Context: an optimization exercise on an open-source flow, tuned for small area, a short achievable clock period and few clock cycles per item. The choices shown serve that exercise and are no tape-out recipe.
In this exercise RTL edits were held to simulation tests only and were not proved equivalent to the original.
Power figures rest on the tool's default switching activity, not on a simulated workload.

==> config.mk <==
export PLATFORM = sky130hd
export DESIGN_NAME = stream_byte_reassembler_core
export DESIGN_NICKNAME = stream_byte_reassembler_core
export VERILOG_FILES = /design/flow/design.v
export SDC_FILE = /design/flow/constraint.sdc
export NUM_CORES = 4
export LEC_CHECK = 0
export CAP_MARGIN = 20
export CORE_MARGIN = 2
export CORE_UTILIZATION = 40
export SLEW_MARGIN = 20
==> constraint.sdc <==
create_clock -name core_clock -period 6.0 [get_ports {clk}]
set_input_delay 1.2000 -clock core_clock [delete_from_list [all_inputs] [get_ports {clk}]]
set_output_delay 1.2000 -clock core_clock [all_outputs]
set_load 0.01 [all_outputs]
==> design.v <==
package sbr_pkg;
	localparam int WINDOW  = 64;
	localparam int IW      = $clog2(WINDOW);
	localparam int POS_W   = 32;
	localparam int BYTE_W  = 8;
	localparam int SPACE_W = 7;
endpackage
import sbr_pkg::*;
module stream_byte_reassembler_core (
	input  logic               clk,
	input  logic               arst_n,
	input  logic               req_valid,
	output logic               req_stall,
	input  logic               kind,
	input  logic [POS_W-1:0]   stream_index,
	input  logic [BYTE_W-1:0]  data_byte,
	input  logic               ends_stream,
	input  logic [SPACE_W-1:0] downstream_space,
	output logic               rsp_valid,
	input  logic               rsp_stall,
	output logic               out_valid,
	output logic [BYTE_W-1:0]  out_byte,
	output logic               last_of_run,
	output logic [SPACE_W-1:0] pending_count,
	output logic               stream_closed
);
	localparam int HW = POS_W - IW;
	function automatic logic [IW-1:0] pe64(input logic [WINDOW-1:0] x);
		logic [WINDOW-1:0]      v;
		logic [WINDOW*IW-1:0]   ix;
		logic [WINDOW-1:0]      nv;
		logic [WINDOW*IW-1:0]   nix;
		begin
			v  = x;
			ix = '0;
			for (int l = 0; l < IW; l++) begin
				nv  = '0;
				nix = '0;
				for (int i = 0; i < (WINDOW >> (l + 1)); i++) begin
					nv[i] = v[2*i] | v[2*i+1];
					for (int b = 0; b < IW; b++) begin
						if (b < l)
							nix[i*IW+b] = v[2*i] ? ix[(2*i)*IW+b] : ix[(2*i+1)*IW+b];
						else if (b == l)
							nix[i*IW+b] = !v[2*i];
					end
				end
				v  = nv;
				ix = nix;
			end
			pe64 = ix[IW-1:0];
		end
	endfunction
	logic              qv_q;
	logic              qkind_q;
	logic [POS_W-1:0]  qpos_q;
	logic [BYTE_W-1:0] qbyte_q;
	logic              qends_q;
	logic [SPACE_W-1:0] qroom_q;
	logic [POS_W-1:0]  next_q;
	logic [WINDOW-1:0] mark_q;
	logic [BYTE_W-1:0] ring_q [WINDOW];
	logic [POS_W-1:0]  end_q;
	logic              end_known_q;
	logic              closed_q;
	logic [SPACE_W-1:0] pending_q;
	logic              em_q;
	logic [IW-1:0]     rp_q;
	logic [IW-1:0]     ef_q;
	logic              ov_q;
	logic              od_q;
	logic [BYTE_W-1:0] ob_q;
	logic              ol_q;
	logic [SPACE_W-1:0] op_q;
	logic              oc_q;
	logic              free, do_proc, do_emit, take;
	assign free      = !ov_q || !rsp_stall;
	assign do_emit   = em_q && free;
	assign do_proc   = qv_q && !em_q && free;
	assign req_stall = qv_q && (em_q || (ov_q && rsp_stall));
	assign take      = req_valid && !req_stall;
	logic [IW-1:0]     h;
	logic [HW-1:0]     nhi, nhi1;
	logic [IW-1:0]     plo;
	logic [HW-1:0]     phi;
	logic [SPACE_W-1:0] room;
	logic              in_range, in_win;
	logic [IW-1:0]     d6;
	logic [WINDOW-1:0] pdec, hdec, fdec, ge_h, set_v, zz, zhi;
	logic [IW-1:0]     hr, f, fa, fb;
	logic              carry, nonempty, last0, st_h;
	logic [SPACE_W-1:0] ps, t, u, pend_new;
	logic [POS_W-1:0]  e, end_n;
	logic              endk_n, close_n;
	logic              eq_h, eq_h1;
	logic [BYTE_W-1:0] rd_byte;
	assign h    = next_q[IW-1:0];
	assign nhi  = next_q[POS_W-1:IW];
	assign nhi1 = nhi + HW'(1);
	assign plo  = qpos_q[IW-1:0];
	assign phi  = qpos_q[POS_W-1:IW];
	assign room = closed_q ? '0 : qroom_q;
	assign in_range = ((phi == nhi) && (plo >= h)) || ((phi == nhi1) && (plo < h));
	assign d6       = plo - h;
	assign in_win   = !qkind_q && in_range && ({1'b0, d6} < room);
	assign st_h     = in_win && (plo == h);
	assign hr = h + room[IW-1:0];
	always_comb begin
		for (int i = 0; i < WINDOW; i++) begin
			pdec[i] = (plo == IW'(i));
			hdec[i] = (h == IW'(i));
			fdec[i] = (hr == IW'(i)) && !room[IW];
			ge_h[i] = (IW'(i) >= h);
		end
	end
	assign set_v = pdec & {WINDOW{in_win}};
	assign zz  = ~(mark_q | set_v) | fdec;
	assign zhi = zz & ge_h;
	assign carry = ~|zhi;
	assign fa  = pe64(zhi);
	assign fb  = pe64(zz);
	assign f   = !carry ? fa : (|zz) ? fb : h;
	assign nonempty = !zz[h];
	assign last0    = !nonempty || (f == h + IW'(1));
	assign ps       = pending_q + SPACE_W'(in_win && !mark_q[plo]);
	assign t        = ps + SPACE_W'(h);
	assign u        = t - SPACE_W'(f);
	assign pend_new = u ^ {carry, {(SPACE_W-1){1'b0}}};
	assign e      = qpos_q + POS_W'(!qkind_q);
	assign endk_n = end_known_q || (qends_q && !closed_q);
	assign end_n  = (qends_q && !closed_q) ? e : end_q;
	assign eq_h   = (end_n[POS_W-1:IW] == nhi);
	assign eq_h1  = (end_n[POS_W-1:IW] == nhi1);
	assign close_n = closed_q || (endk_n && (end_n[IW-1:0] == f) && (carry ? eq_h1 : eq_h));
	assign rd_byte = ring_q[rp_q];
	always_ff @(posedge clk or negedge arst_n) begin
		if (!arst_n) begin
			qv_q        <= 1'b0;
			next_q      <= '0;
			mark_q      <= '0;
			end_known_q <= 1'b0;
			closed_q    <= 1'b0;
			pending_q   <= '0;
			em_q        <= 1'b0;
			rp_q        <= '0;
			ov_q        <= 1'b0;
		end else begin
			if (take) begin
				qv_q <= 1'b1;
			end else if (do_proc) begin
				qv_q <= 1'b0;
			end
			if (do_proc) begin
				next_q      <= {carry ? nhi1 : nhi, f};
				end_known_q <= endk_n;
				closed_q    <= close_n;
				pending_q   <= pend_new;
				em_q        <= nonempty && !last0;
				rp_q        <= nonempty ? h + IW'(1) : h;
				mark_q      <= (mark_q | set_v) & ~(hdec & {WINDOW{nonempty}});
				ov_q        <= 1'b1;
			end else if (do_emit) begin
				em_q   <= (rp_q + IW'(1) != ef_q);
				rp_q   <= rp_q + IW'(1);
				mark_q <= mark_q & ~(WINDOW'(1) << rp_q);
				ov_q   <= 1'b1;
			end else if (!rsp_stall) begin
				ov_q <= 1'b0;
			end
		end
	end
	always_ff @(posedge clk) begin
		if (take) begin
			qkind_q <= kind;
			qpos_q  <= stream_index;
			qbyte_q <= data_byte;
			qends_q <= ends_stream;
			qroom_q <= (downstream_space > SPACE_W'(WINDOW)) ? SPACE_W'(WINDOW) : downstream_space;
		end
		if (do_proc) begin
			for (int i = 0; i < WINDOW; i++) begin
				if (set_v[i]) ring_q[i] <= qbyte_q;
			end
			if (qends_q && !closed_q) end_q <= e;
			ef_q <= f;
			od_q <= nonempty;
			ob_q <= !nonempty ? '0 : st_h ? qbyte_q : rd_byte;
			ol_q <= last0;
			op_q <= pend_new;
			oc_q <= close_n;
		end else if (do_emit) begin
			od_q <= 1'b1;
			ob_q <= rd_byte;
			ol_q <= (rp_q + IW'(1) == ef_q);
		end
	end
	assign rsp_valid     = ov_q;
	assign out_valid     = od_q;
	assign out_byte      = ob_q;
	assign last_of_run   = ol_q;
	assign pending_count = op_q;
	assign stream_closed = oc_q;
endmodule
==> run.sh <==
#!/bin/bash
# synth_recipe.tcl (not shown) runs the flow's synth.tcl, then flattens the netlist and writes it again
# the make line also repeats each setting of config.mk as NAME=value (left out here)
make -C /OpenROAD-flow-scripts/flow DESIGN_CONFIG=/design/flow/config.mk WORK_HOME=/design/flow/orfs CLKGATE_MAP_FILE= SYNTH_SCRIPT=/design/flow/synth_recipe.tcl finish
==> run notes <==
==> layer usage <==
metal,vias to the layer above,track usage (%)
met2,2973,64.3
met4,8,30.3
li1,16200,-
met1,19100,54.3
met3,825,12.0
met5,-,0
==> report_power, final <==
part	internal, mW	switching [mW]
Sequential	5.67	0.111
Clock	2.65	2.12
Combinational	1.77	3.10
==> flip-flops by register name (all words and copies together) (netlist names), 6 cells and up <==
| name | count |
|---|---|
| end_q | 32 |
| next_q | 32 |
| qbyte_q | 8 |
| rp_q | 6 |
| ring_q | 512 |
| op_q | 7 |
| qroom_q | 7 |
| mark_q | 64 |
| ef_q | 6 |
| qpos_q | 32 |
| pending_q | 7 |
| ob_q | 8 |
==> critical path, delay by kind of cell, from the launching register on <==
kind                       cells  cell delay, ns
AOI/OAI and AO/OA             13            1.95
adders and majority gates      5            1.70
buffers and inverters          9            0.98
xor gates and xnor gates       3            0.50
and+or+nand+nor                9            1.75
DFF                            1            0.43
==> final cells by class <==
class	instances	area share (%)
Tap cell	1276	2.99
Clock buffer	100	3.87
Antenna cell	6	0.0281
Inverter	70	0.518
Clock inverter	40	0.842
Timing Repair Buffer	1210	18.1
Sequential cell	731	40.1
Multi-Input combinational cell	2603	33.6
==> kinds of logic (layout without fill, tap and decap cells) <==
kind of cell	Yosys count	in the layout	synth area share (%)
AND/OR/NAND/NOR	1264	1264	15.5
AO/OA/AOI/OAI	1066	1066	19.0
flip-flops	731	731	54.9
buffers and inverters	232	1420	2.31
XOR/XNOR	171	171	3.95
multiplexers	59	59	2.76
adder cells (fa/ha/maj)	43	43	1.55
other	0	6	0
==> per-stage QoR <==
step                setup TNS (ns)  std cells  setup WS (ns)  power, mW
detailed placement         -103.15       5849          -2.32       10.1
finish                      -39.72       6036          -1.38       15.4
global route                -68.28       6030          -1.72       15.8
global placement           -108.73       5849          -2.34       10.1
CTS                         -39.01       6009          -1.41       15.0
floorplan                   -13.23       3566          -1.33       7.78
==> cells in the mapped netlist (17+ instances only) <==
master,number,area [um^2]
o21ai_1,31,155
nand2b_1,29,181
xnor2_1,105,920
o21a_1,21,158
edfxtp_1,617,18500
o22ai_1,37,231
clkbuf_1,129,484
nor2b_1,29,181
a21oi_1,169,846
a21o_1,24,180
nand3_1,105,526
nor2_1,390,1460
dfrtp_1,114,2850
nand2_1,348,1310
nor4_1,42,263
xor2_1,63,552
or4_1,20,150
o211ai_1,43,323
nand4_1,82,513
nor3_1,78,390
inv_1,65,244
mux4_2,38,856
o221ai_1,18,158
a22o_1,69,604
ha_1,34,425
and4_1,17,149
a211oi_1,31,233
a31oi_1,67,419
and2_1,26,163
o21ai_0,176,881
o31ai_1,27,203
a22oi_1,117,878
or3_1,18,113
a221oi_1,71,622
==> how the worst max path moves through the flow <==
stage                        start                  endpoint  slack (ns)  cells after the start
6_report       qpos_q[0]$_DFFE_PP_  pending_q[6]$_DFFE_PN0P_       -1.38                     39
5_1_grt        qpos_q[0]$_DFFE_PP_  pending_q[6]$_DFFE_PN0P_       -1.72                     39
4_1_cts        qpos_q[0]$_DFFE_PP_  pending_q[6]$_DFFE_PN0P_       -1.41                     38
3_5_place_dp   qpos_q[0]$_DFFE_PP_  pending_q[6]$_DFFE_PN0P_       -2.32                     36
3_3_place_gp   qpos_q[0]$_DFFE_PP_  pending_q[6]$_DFFE_PN0P_       -2.34                     36
2_1_floorplan  qpos_q[0]$_DFFE_PP_  pending_q[6]$_DFFE_PN0P_       -1.33                     37
==> timing repair <==
| action | CTS | global route |
|---|---|---|
| pin swaps | 43 | 50 |
| gates resized for setup | 96 | 148 |
| buffers inserted | 23 | 20 |
| endpoints found under the setup margin | 124 | 134 |
==> results.toml <==
[outcome]
outcome = "failed layout checks"
so_faults = "negative setup slack"

[global_route]
grt_pass1_wl_um = 295000
grt_overflow_total = 0
first_global_vias = 36900
antenna_found_initial = 11
grt_max_degree = 115
grt_util_all_layers_pct = 43.1

[clock_tree]
root_buffer = "clkbuf_16"
cts_buffers = 78
clk_latency_ns = 0.69
cts_tree = "yes"
cts_buffer_depth = 3
cts_hold_buf = 0
clkTransAtPathRegs_ns = 0.06
htree_levels = 3
numClockSinks = 731

[critical_path]
crit_arrival_ns = 7.99
reg2reg_depth = 39
worst-setup-path-type = "register to register"
r2r_slack_ns = -1.38
cp_common_cell = "inv_2"
max_stage_delay_ns = 0.57
cp_slowest_cell = "fa_1"
r2r_start = "qpos_q[0]$_DFFE_PP_"
startpoint_type = "register"
timing.rr.end = "pending_q[6]$_DFFE_PN0P_"
end_kind = "register"
required_ns = 6.61
cp_max_fo = 7

[floorplanning]
dieArea_um2 = 99900
initial_core_util_pct = 40.4
ios = 73
core-area_um2 = 96600
fp.dieH_um = 316
die-width_um = 316
rows = 114

[yosys]
syn-num-nets = 3662
synthCells = 3566
async_flop_share_pct = 15.6
ys_seq_area_share_pct = 54.9
syn_area_um2 = 39000
synth_area_per_cell_um2 = 10.9
synth-edff-count = 617
synthFlopType = "edfxtp_1"
yosysWarnings = 2
ys_ff_latch = 731
yosys.cell_types.count = 110

[detailed_routing]
met2_length_um = 92500
routedWlPerCell_um = 36.0
routed_wl_um = 217000
route.met3.wl_um = 24800
drc = 0
wl_met1_um = 80700
final_antenna_net_count = 0
viasPerCell = 6.47
via_count = 39100
top_layer = "met5"
drt-pass1-iter-count = 9
drtIter0Drc = 5670

[finish]
fill_cells = 8513
nets = 4790
multiInputGateArea_um2 = 17900
seq_area_um2 = 21400
mostFrequentLayoutCell = "buf_4"
final_cell_mix = "buf_4, edfxtp_1, nor2_1, nand2_1, o21ai_0"
fin_util_pct = 55.2
drive_gt1_share_pct = 32.4
final_area_um2 = 53300
syn2layout_area_growth_pct = 36.9

[place]
port_buffers = 72
dp_hpwl_um = 165000
place_area_um2 = 49400
place_congestion = 1.17

[timing]
max_freq_mhz = 135
rsz0062_at_grt = "yes"
fin_ws_ns = -1.38
slew_headroom_pct = 11.8
finalHoldViolations = 0
finalCritPeriodShare_pct = 123
whs_ns = 0.452
clock_skew_ns = 0.0516
setup_viol = 99
fin_crit_ns = 7.38
worst-slew-pin-transition_ns = 1.32
final_max_slew_viol_count = 0

[pwr]
p_per_area_nw_per_um2 = 289
max-vdd-ir-drop_mv = 0.263
leakage_nw = 19.8

[flow_run]
drv_cap = 0

[worst_hold_path]
hold_end = "end_known_q$_DFFE_PN0P_"
whs_path_depth = 1
min_path_type = "register to register"
min_from = "end_known_q$_DFFE_PN0P_"
Testbench counts, summed over its fixed seeds: cycles 14,724, items 9,629.

-- afterwards: timing with drivers on the ports --
Ports are ideal in the flow. The routed layout listed here was re-timed in OpenROAD. Step 1 (the two cells are an assumption about what drives the block):
set clk [get_ports {clk}]
set_driving_cell -lib_cell sky130_fd_sc_hd__clkbuf_16 $clk
set_driving_cell -lib_cell sky130_fd_sc_hd__buf_2 [delete_from_list [all_inputs] $clk]
Step 2 also shifts input and output timing later by t, the mid clock arrival at the registers, as if the neighbouring blocks saw the same clock. Slacks: no drivers / after step 1 / after step 2; pairs: no drivers / after step 1.
t, ns: 0.742
setup slack, ns: -1.380 / -1.380 / -1.380
cell pins on the clock port's net: 1
The setup slack of this run moves by 0.000 ns with the drivers and by 0.000 ns with both steps.
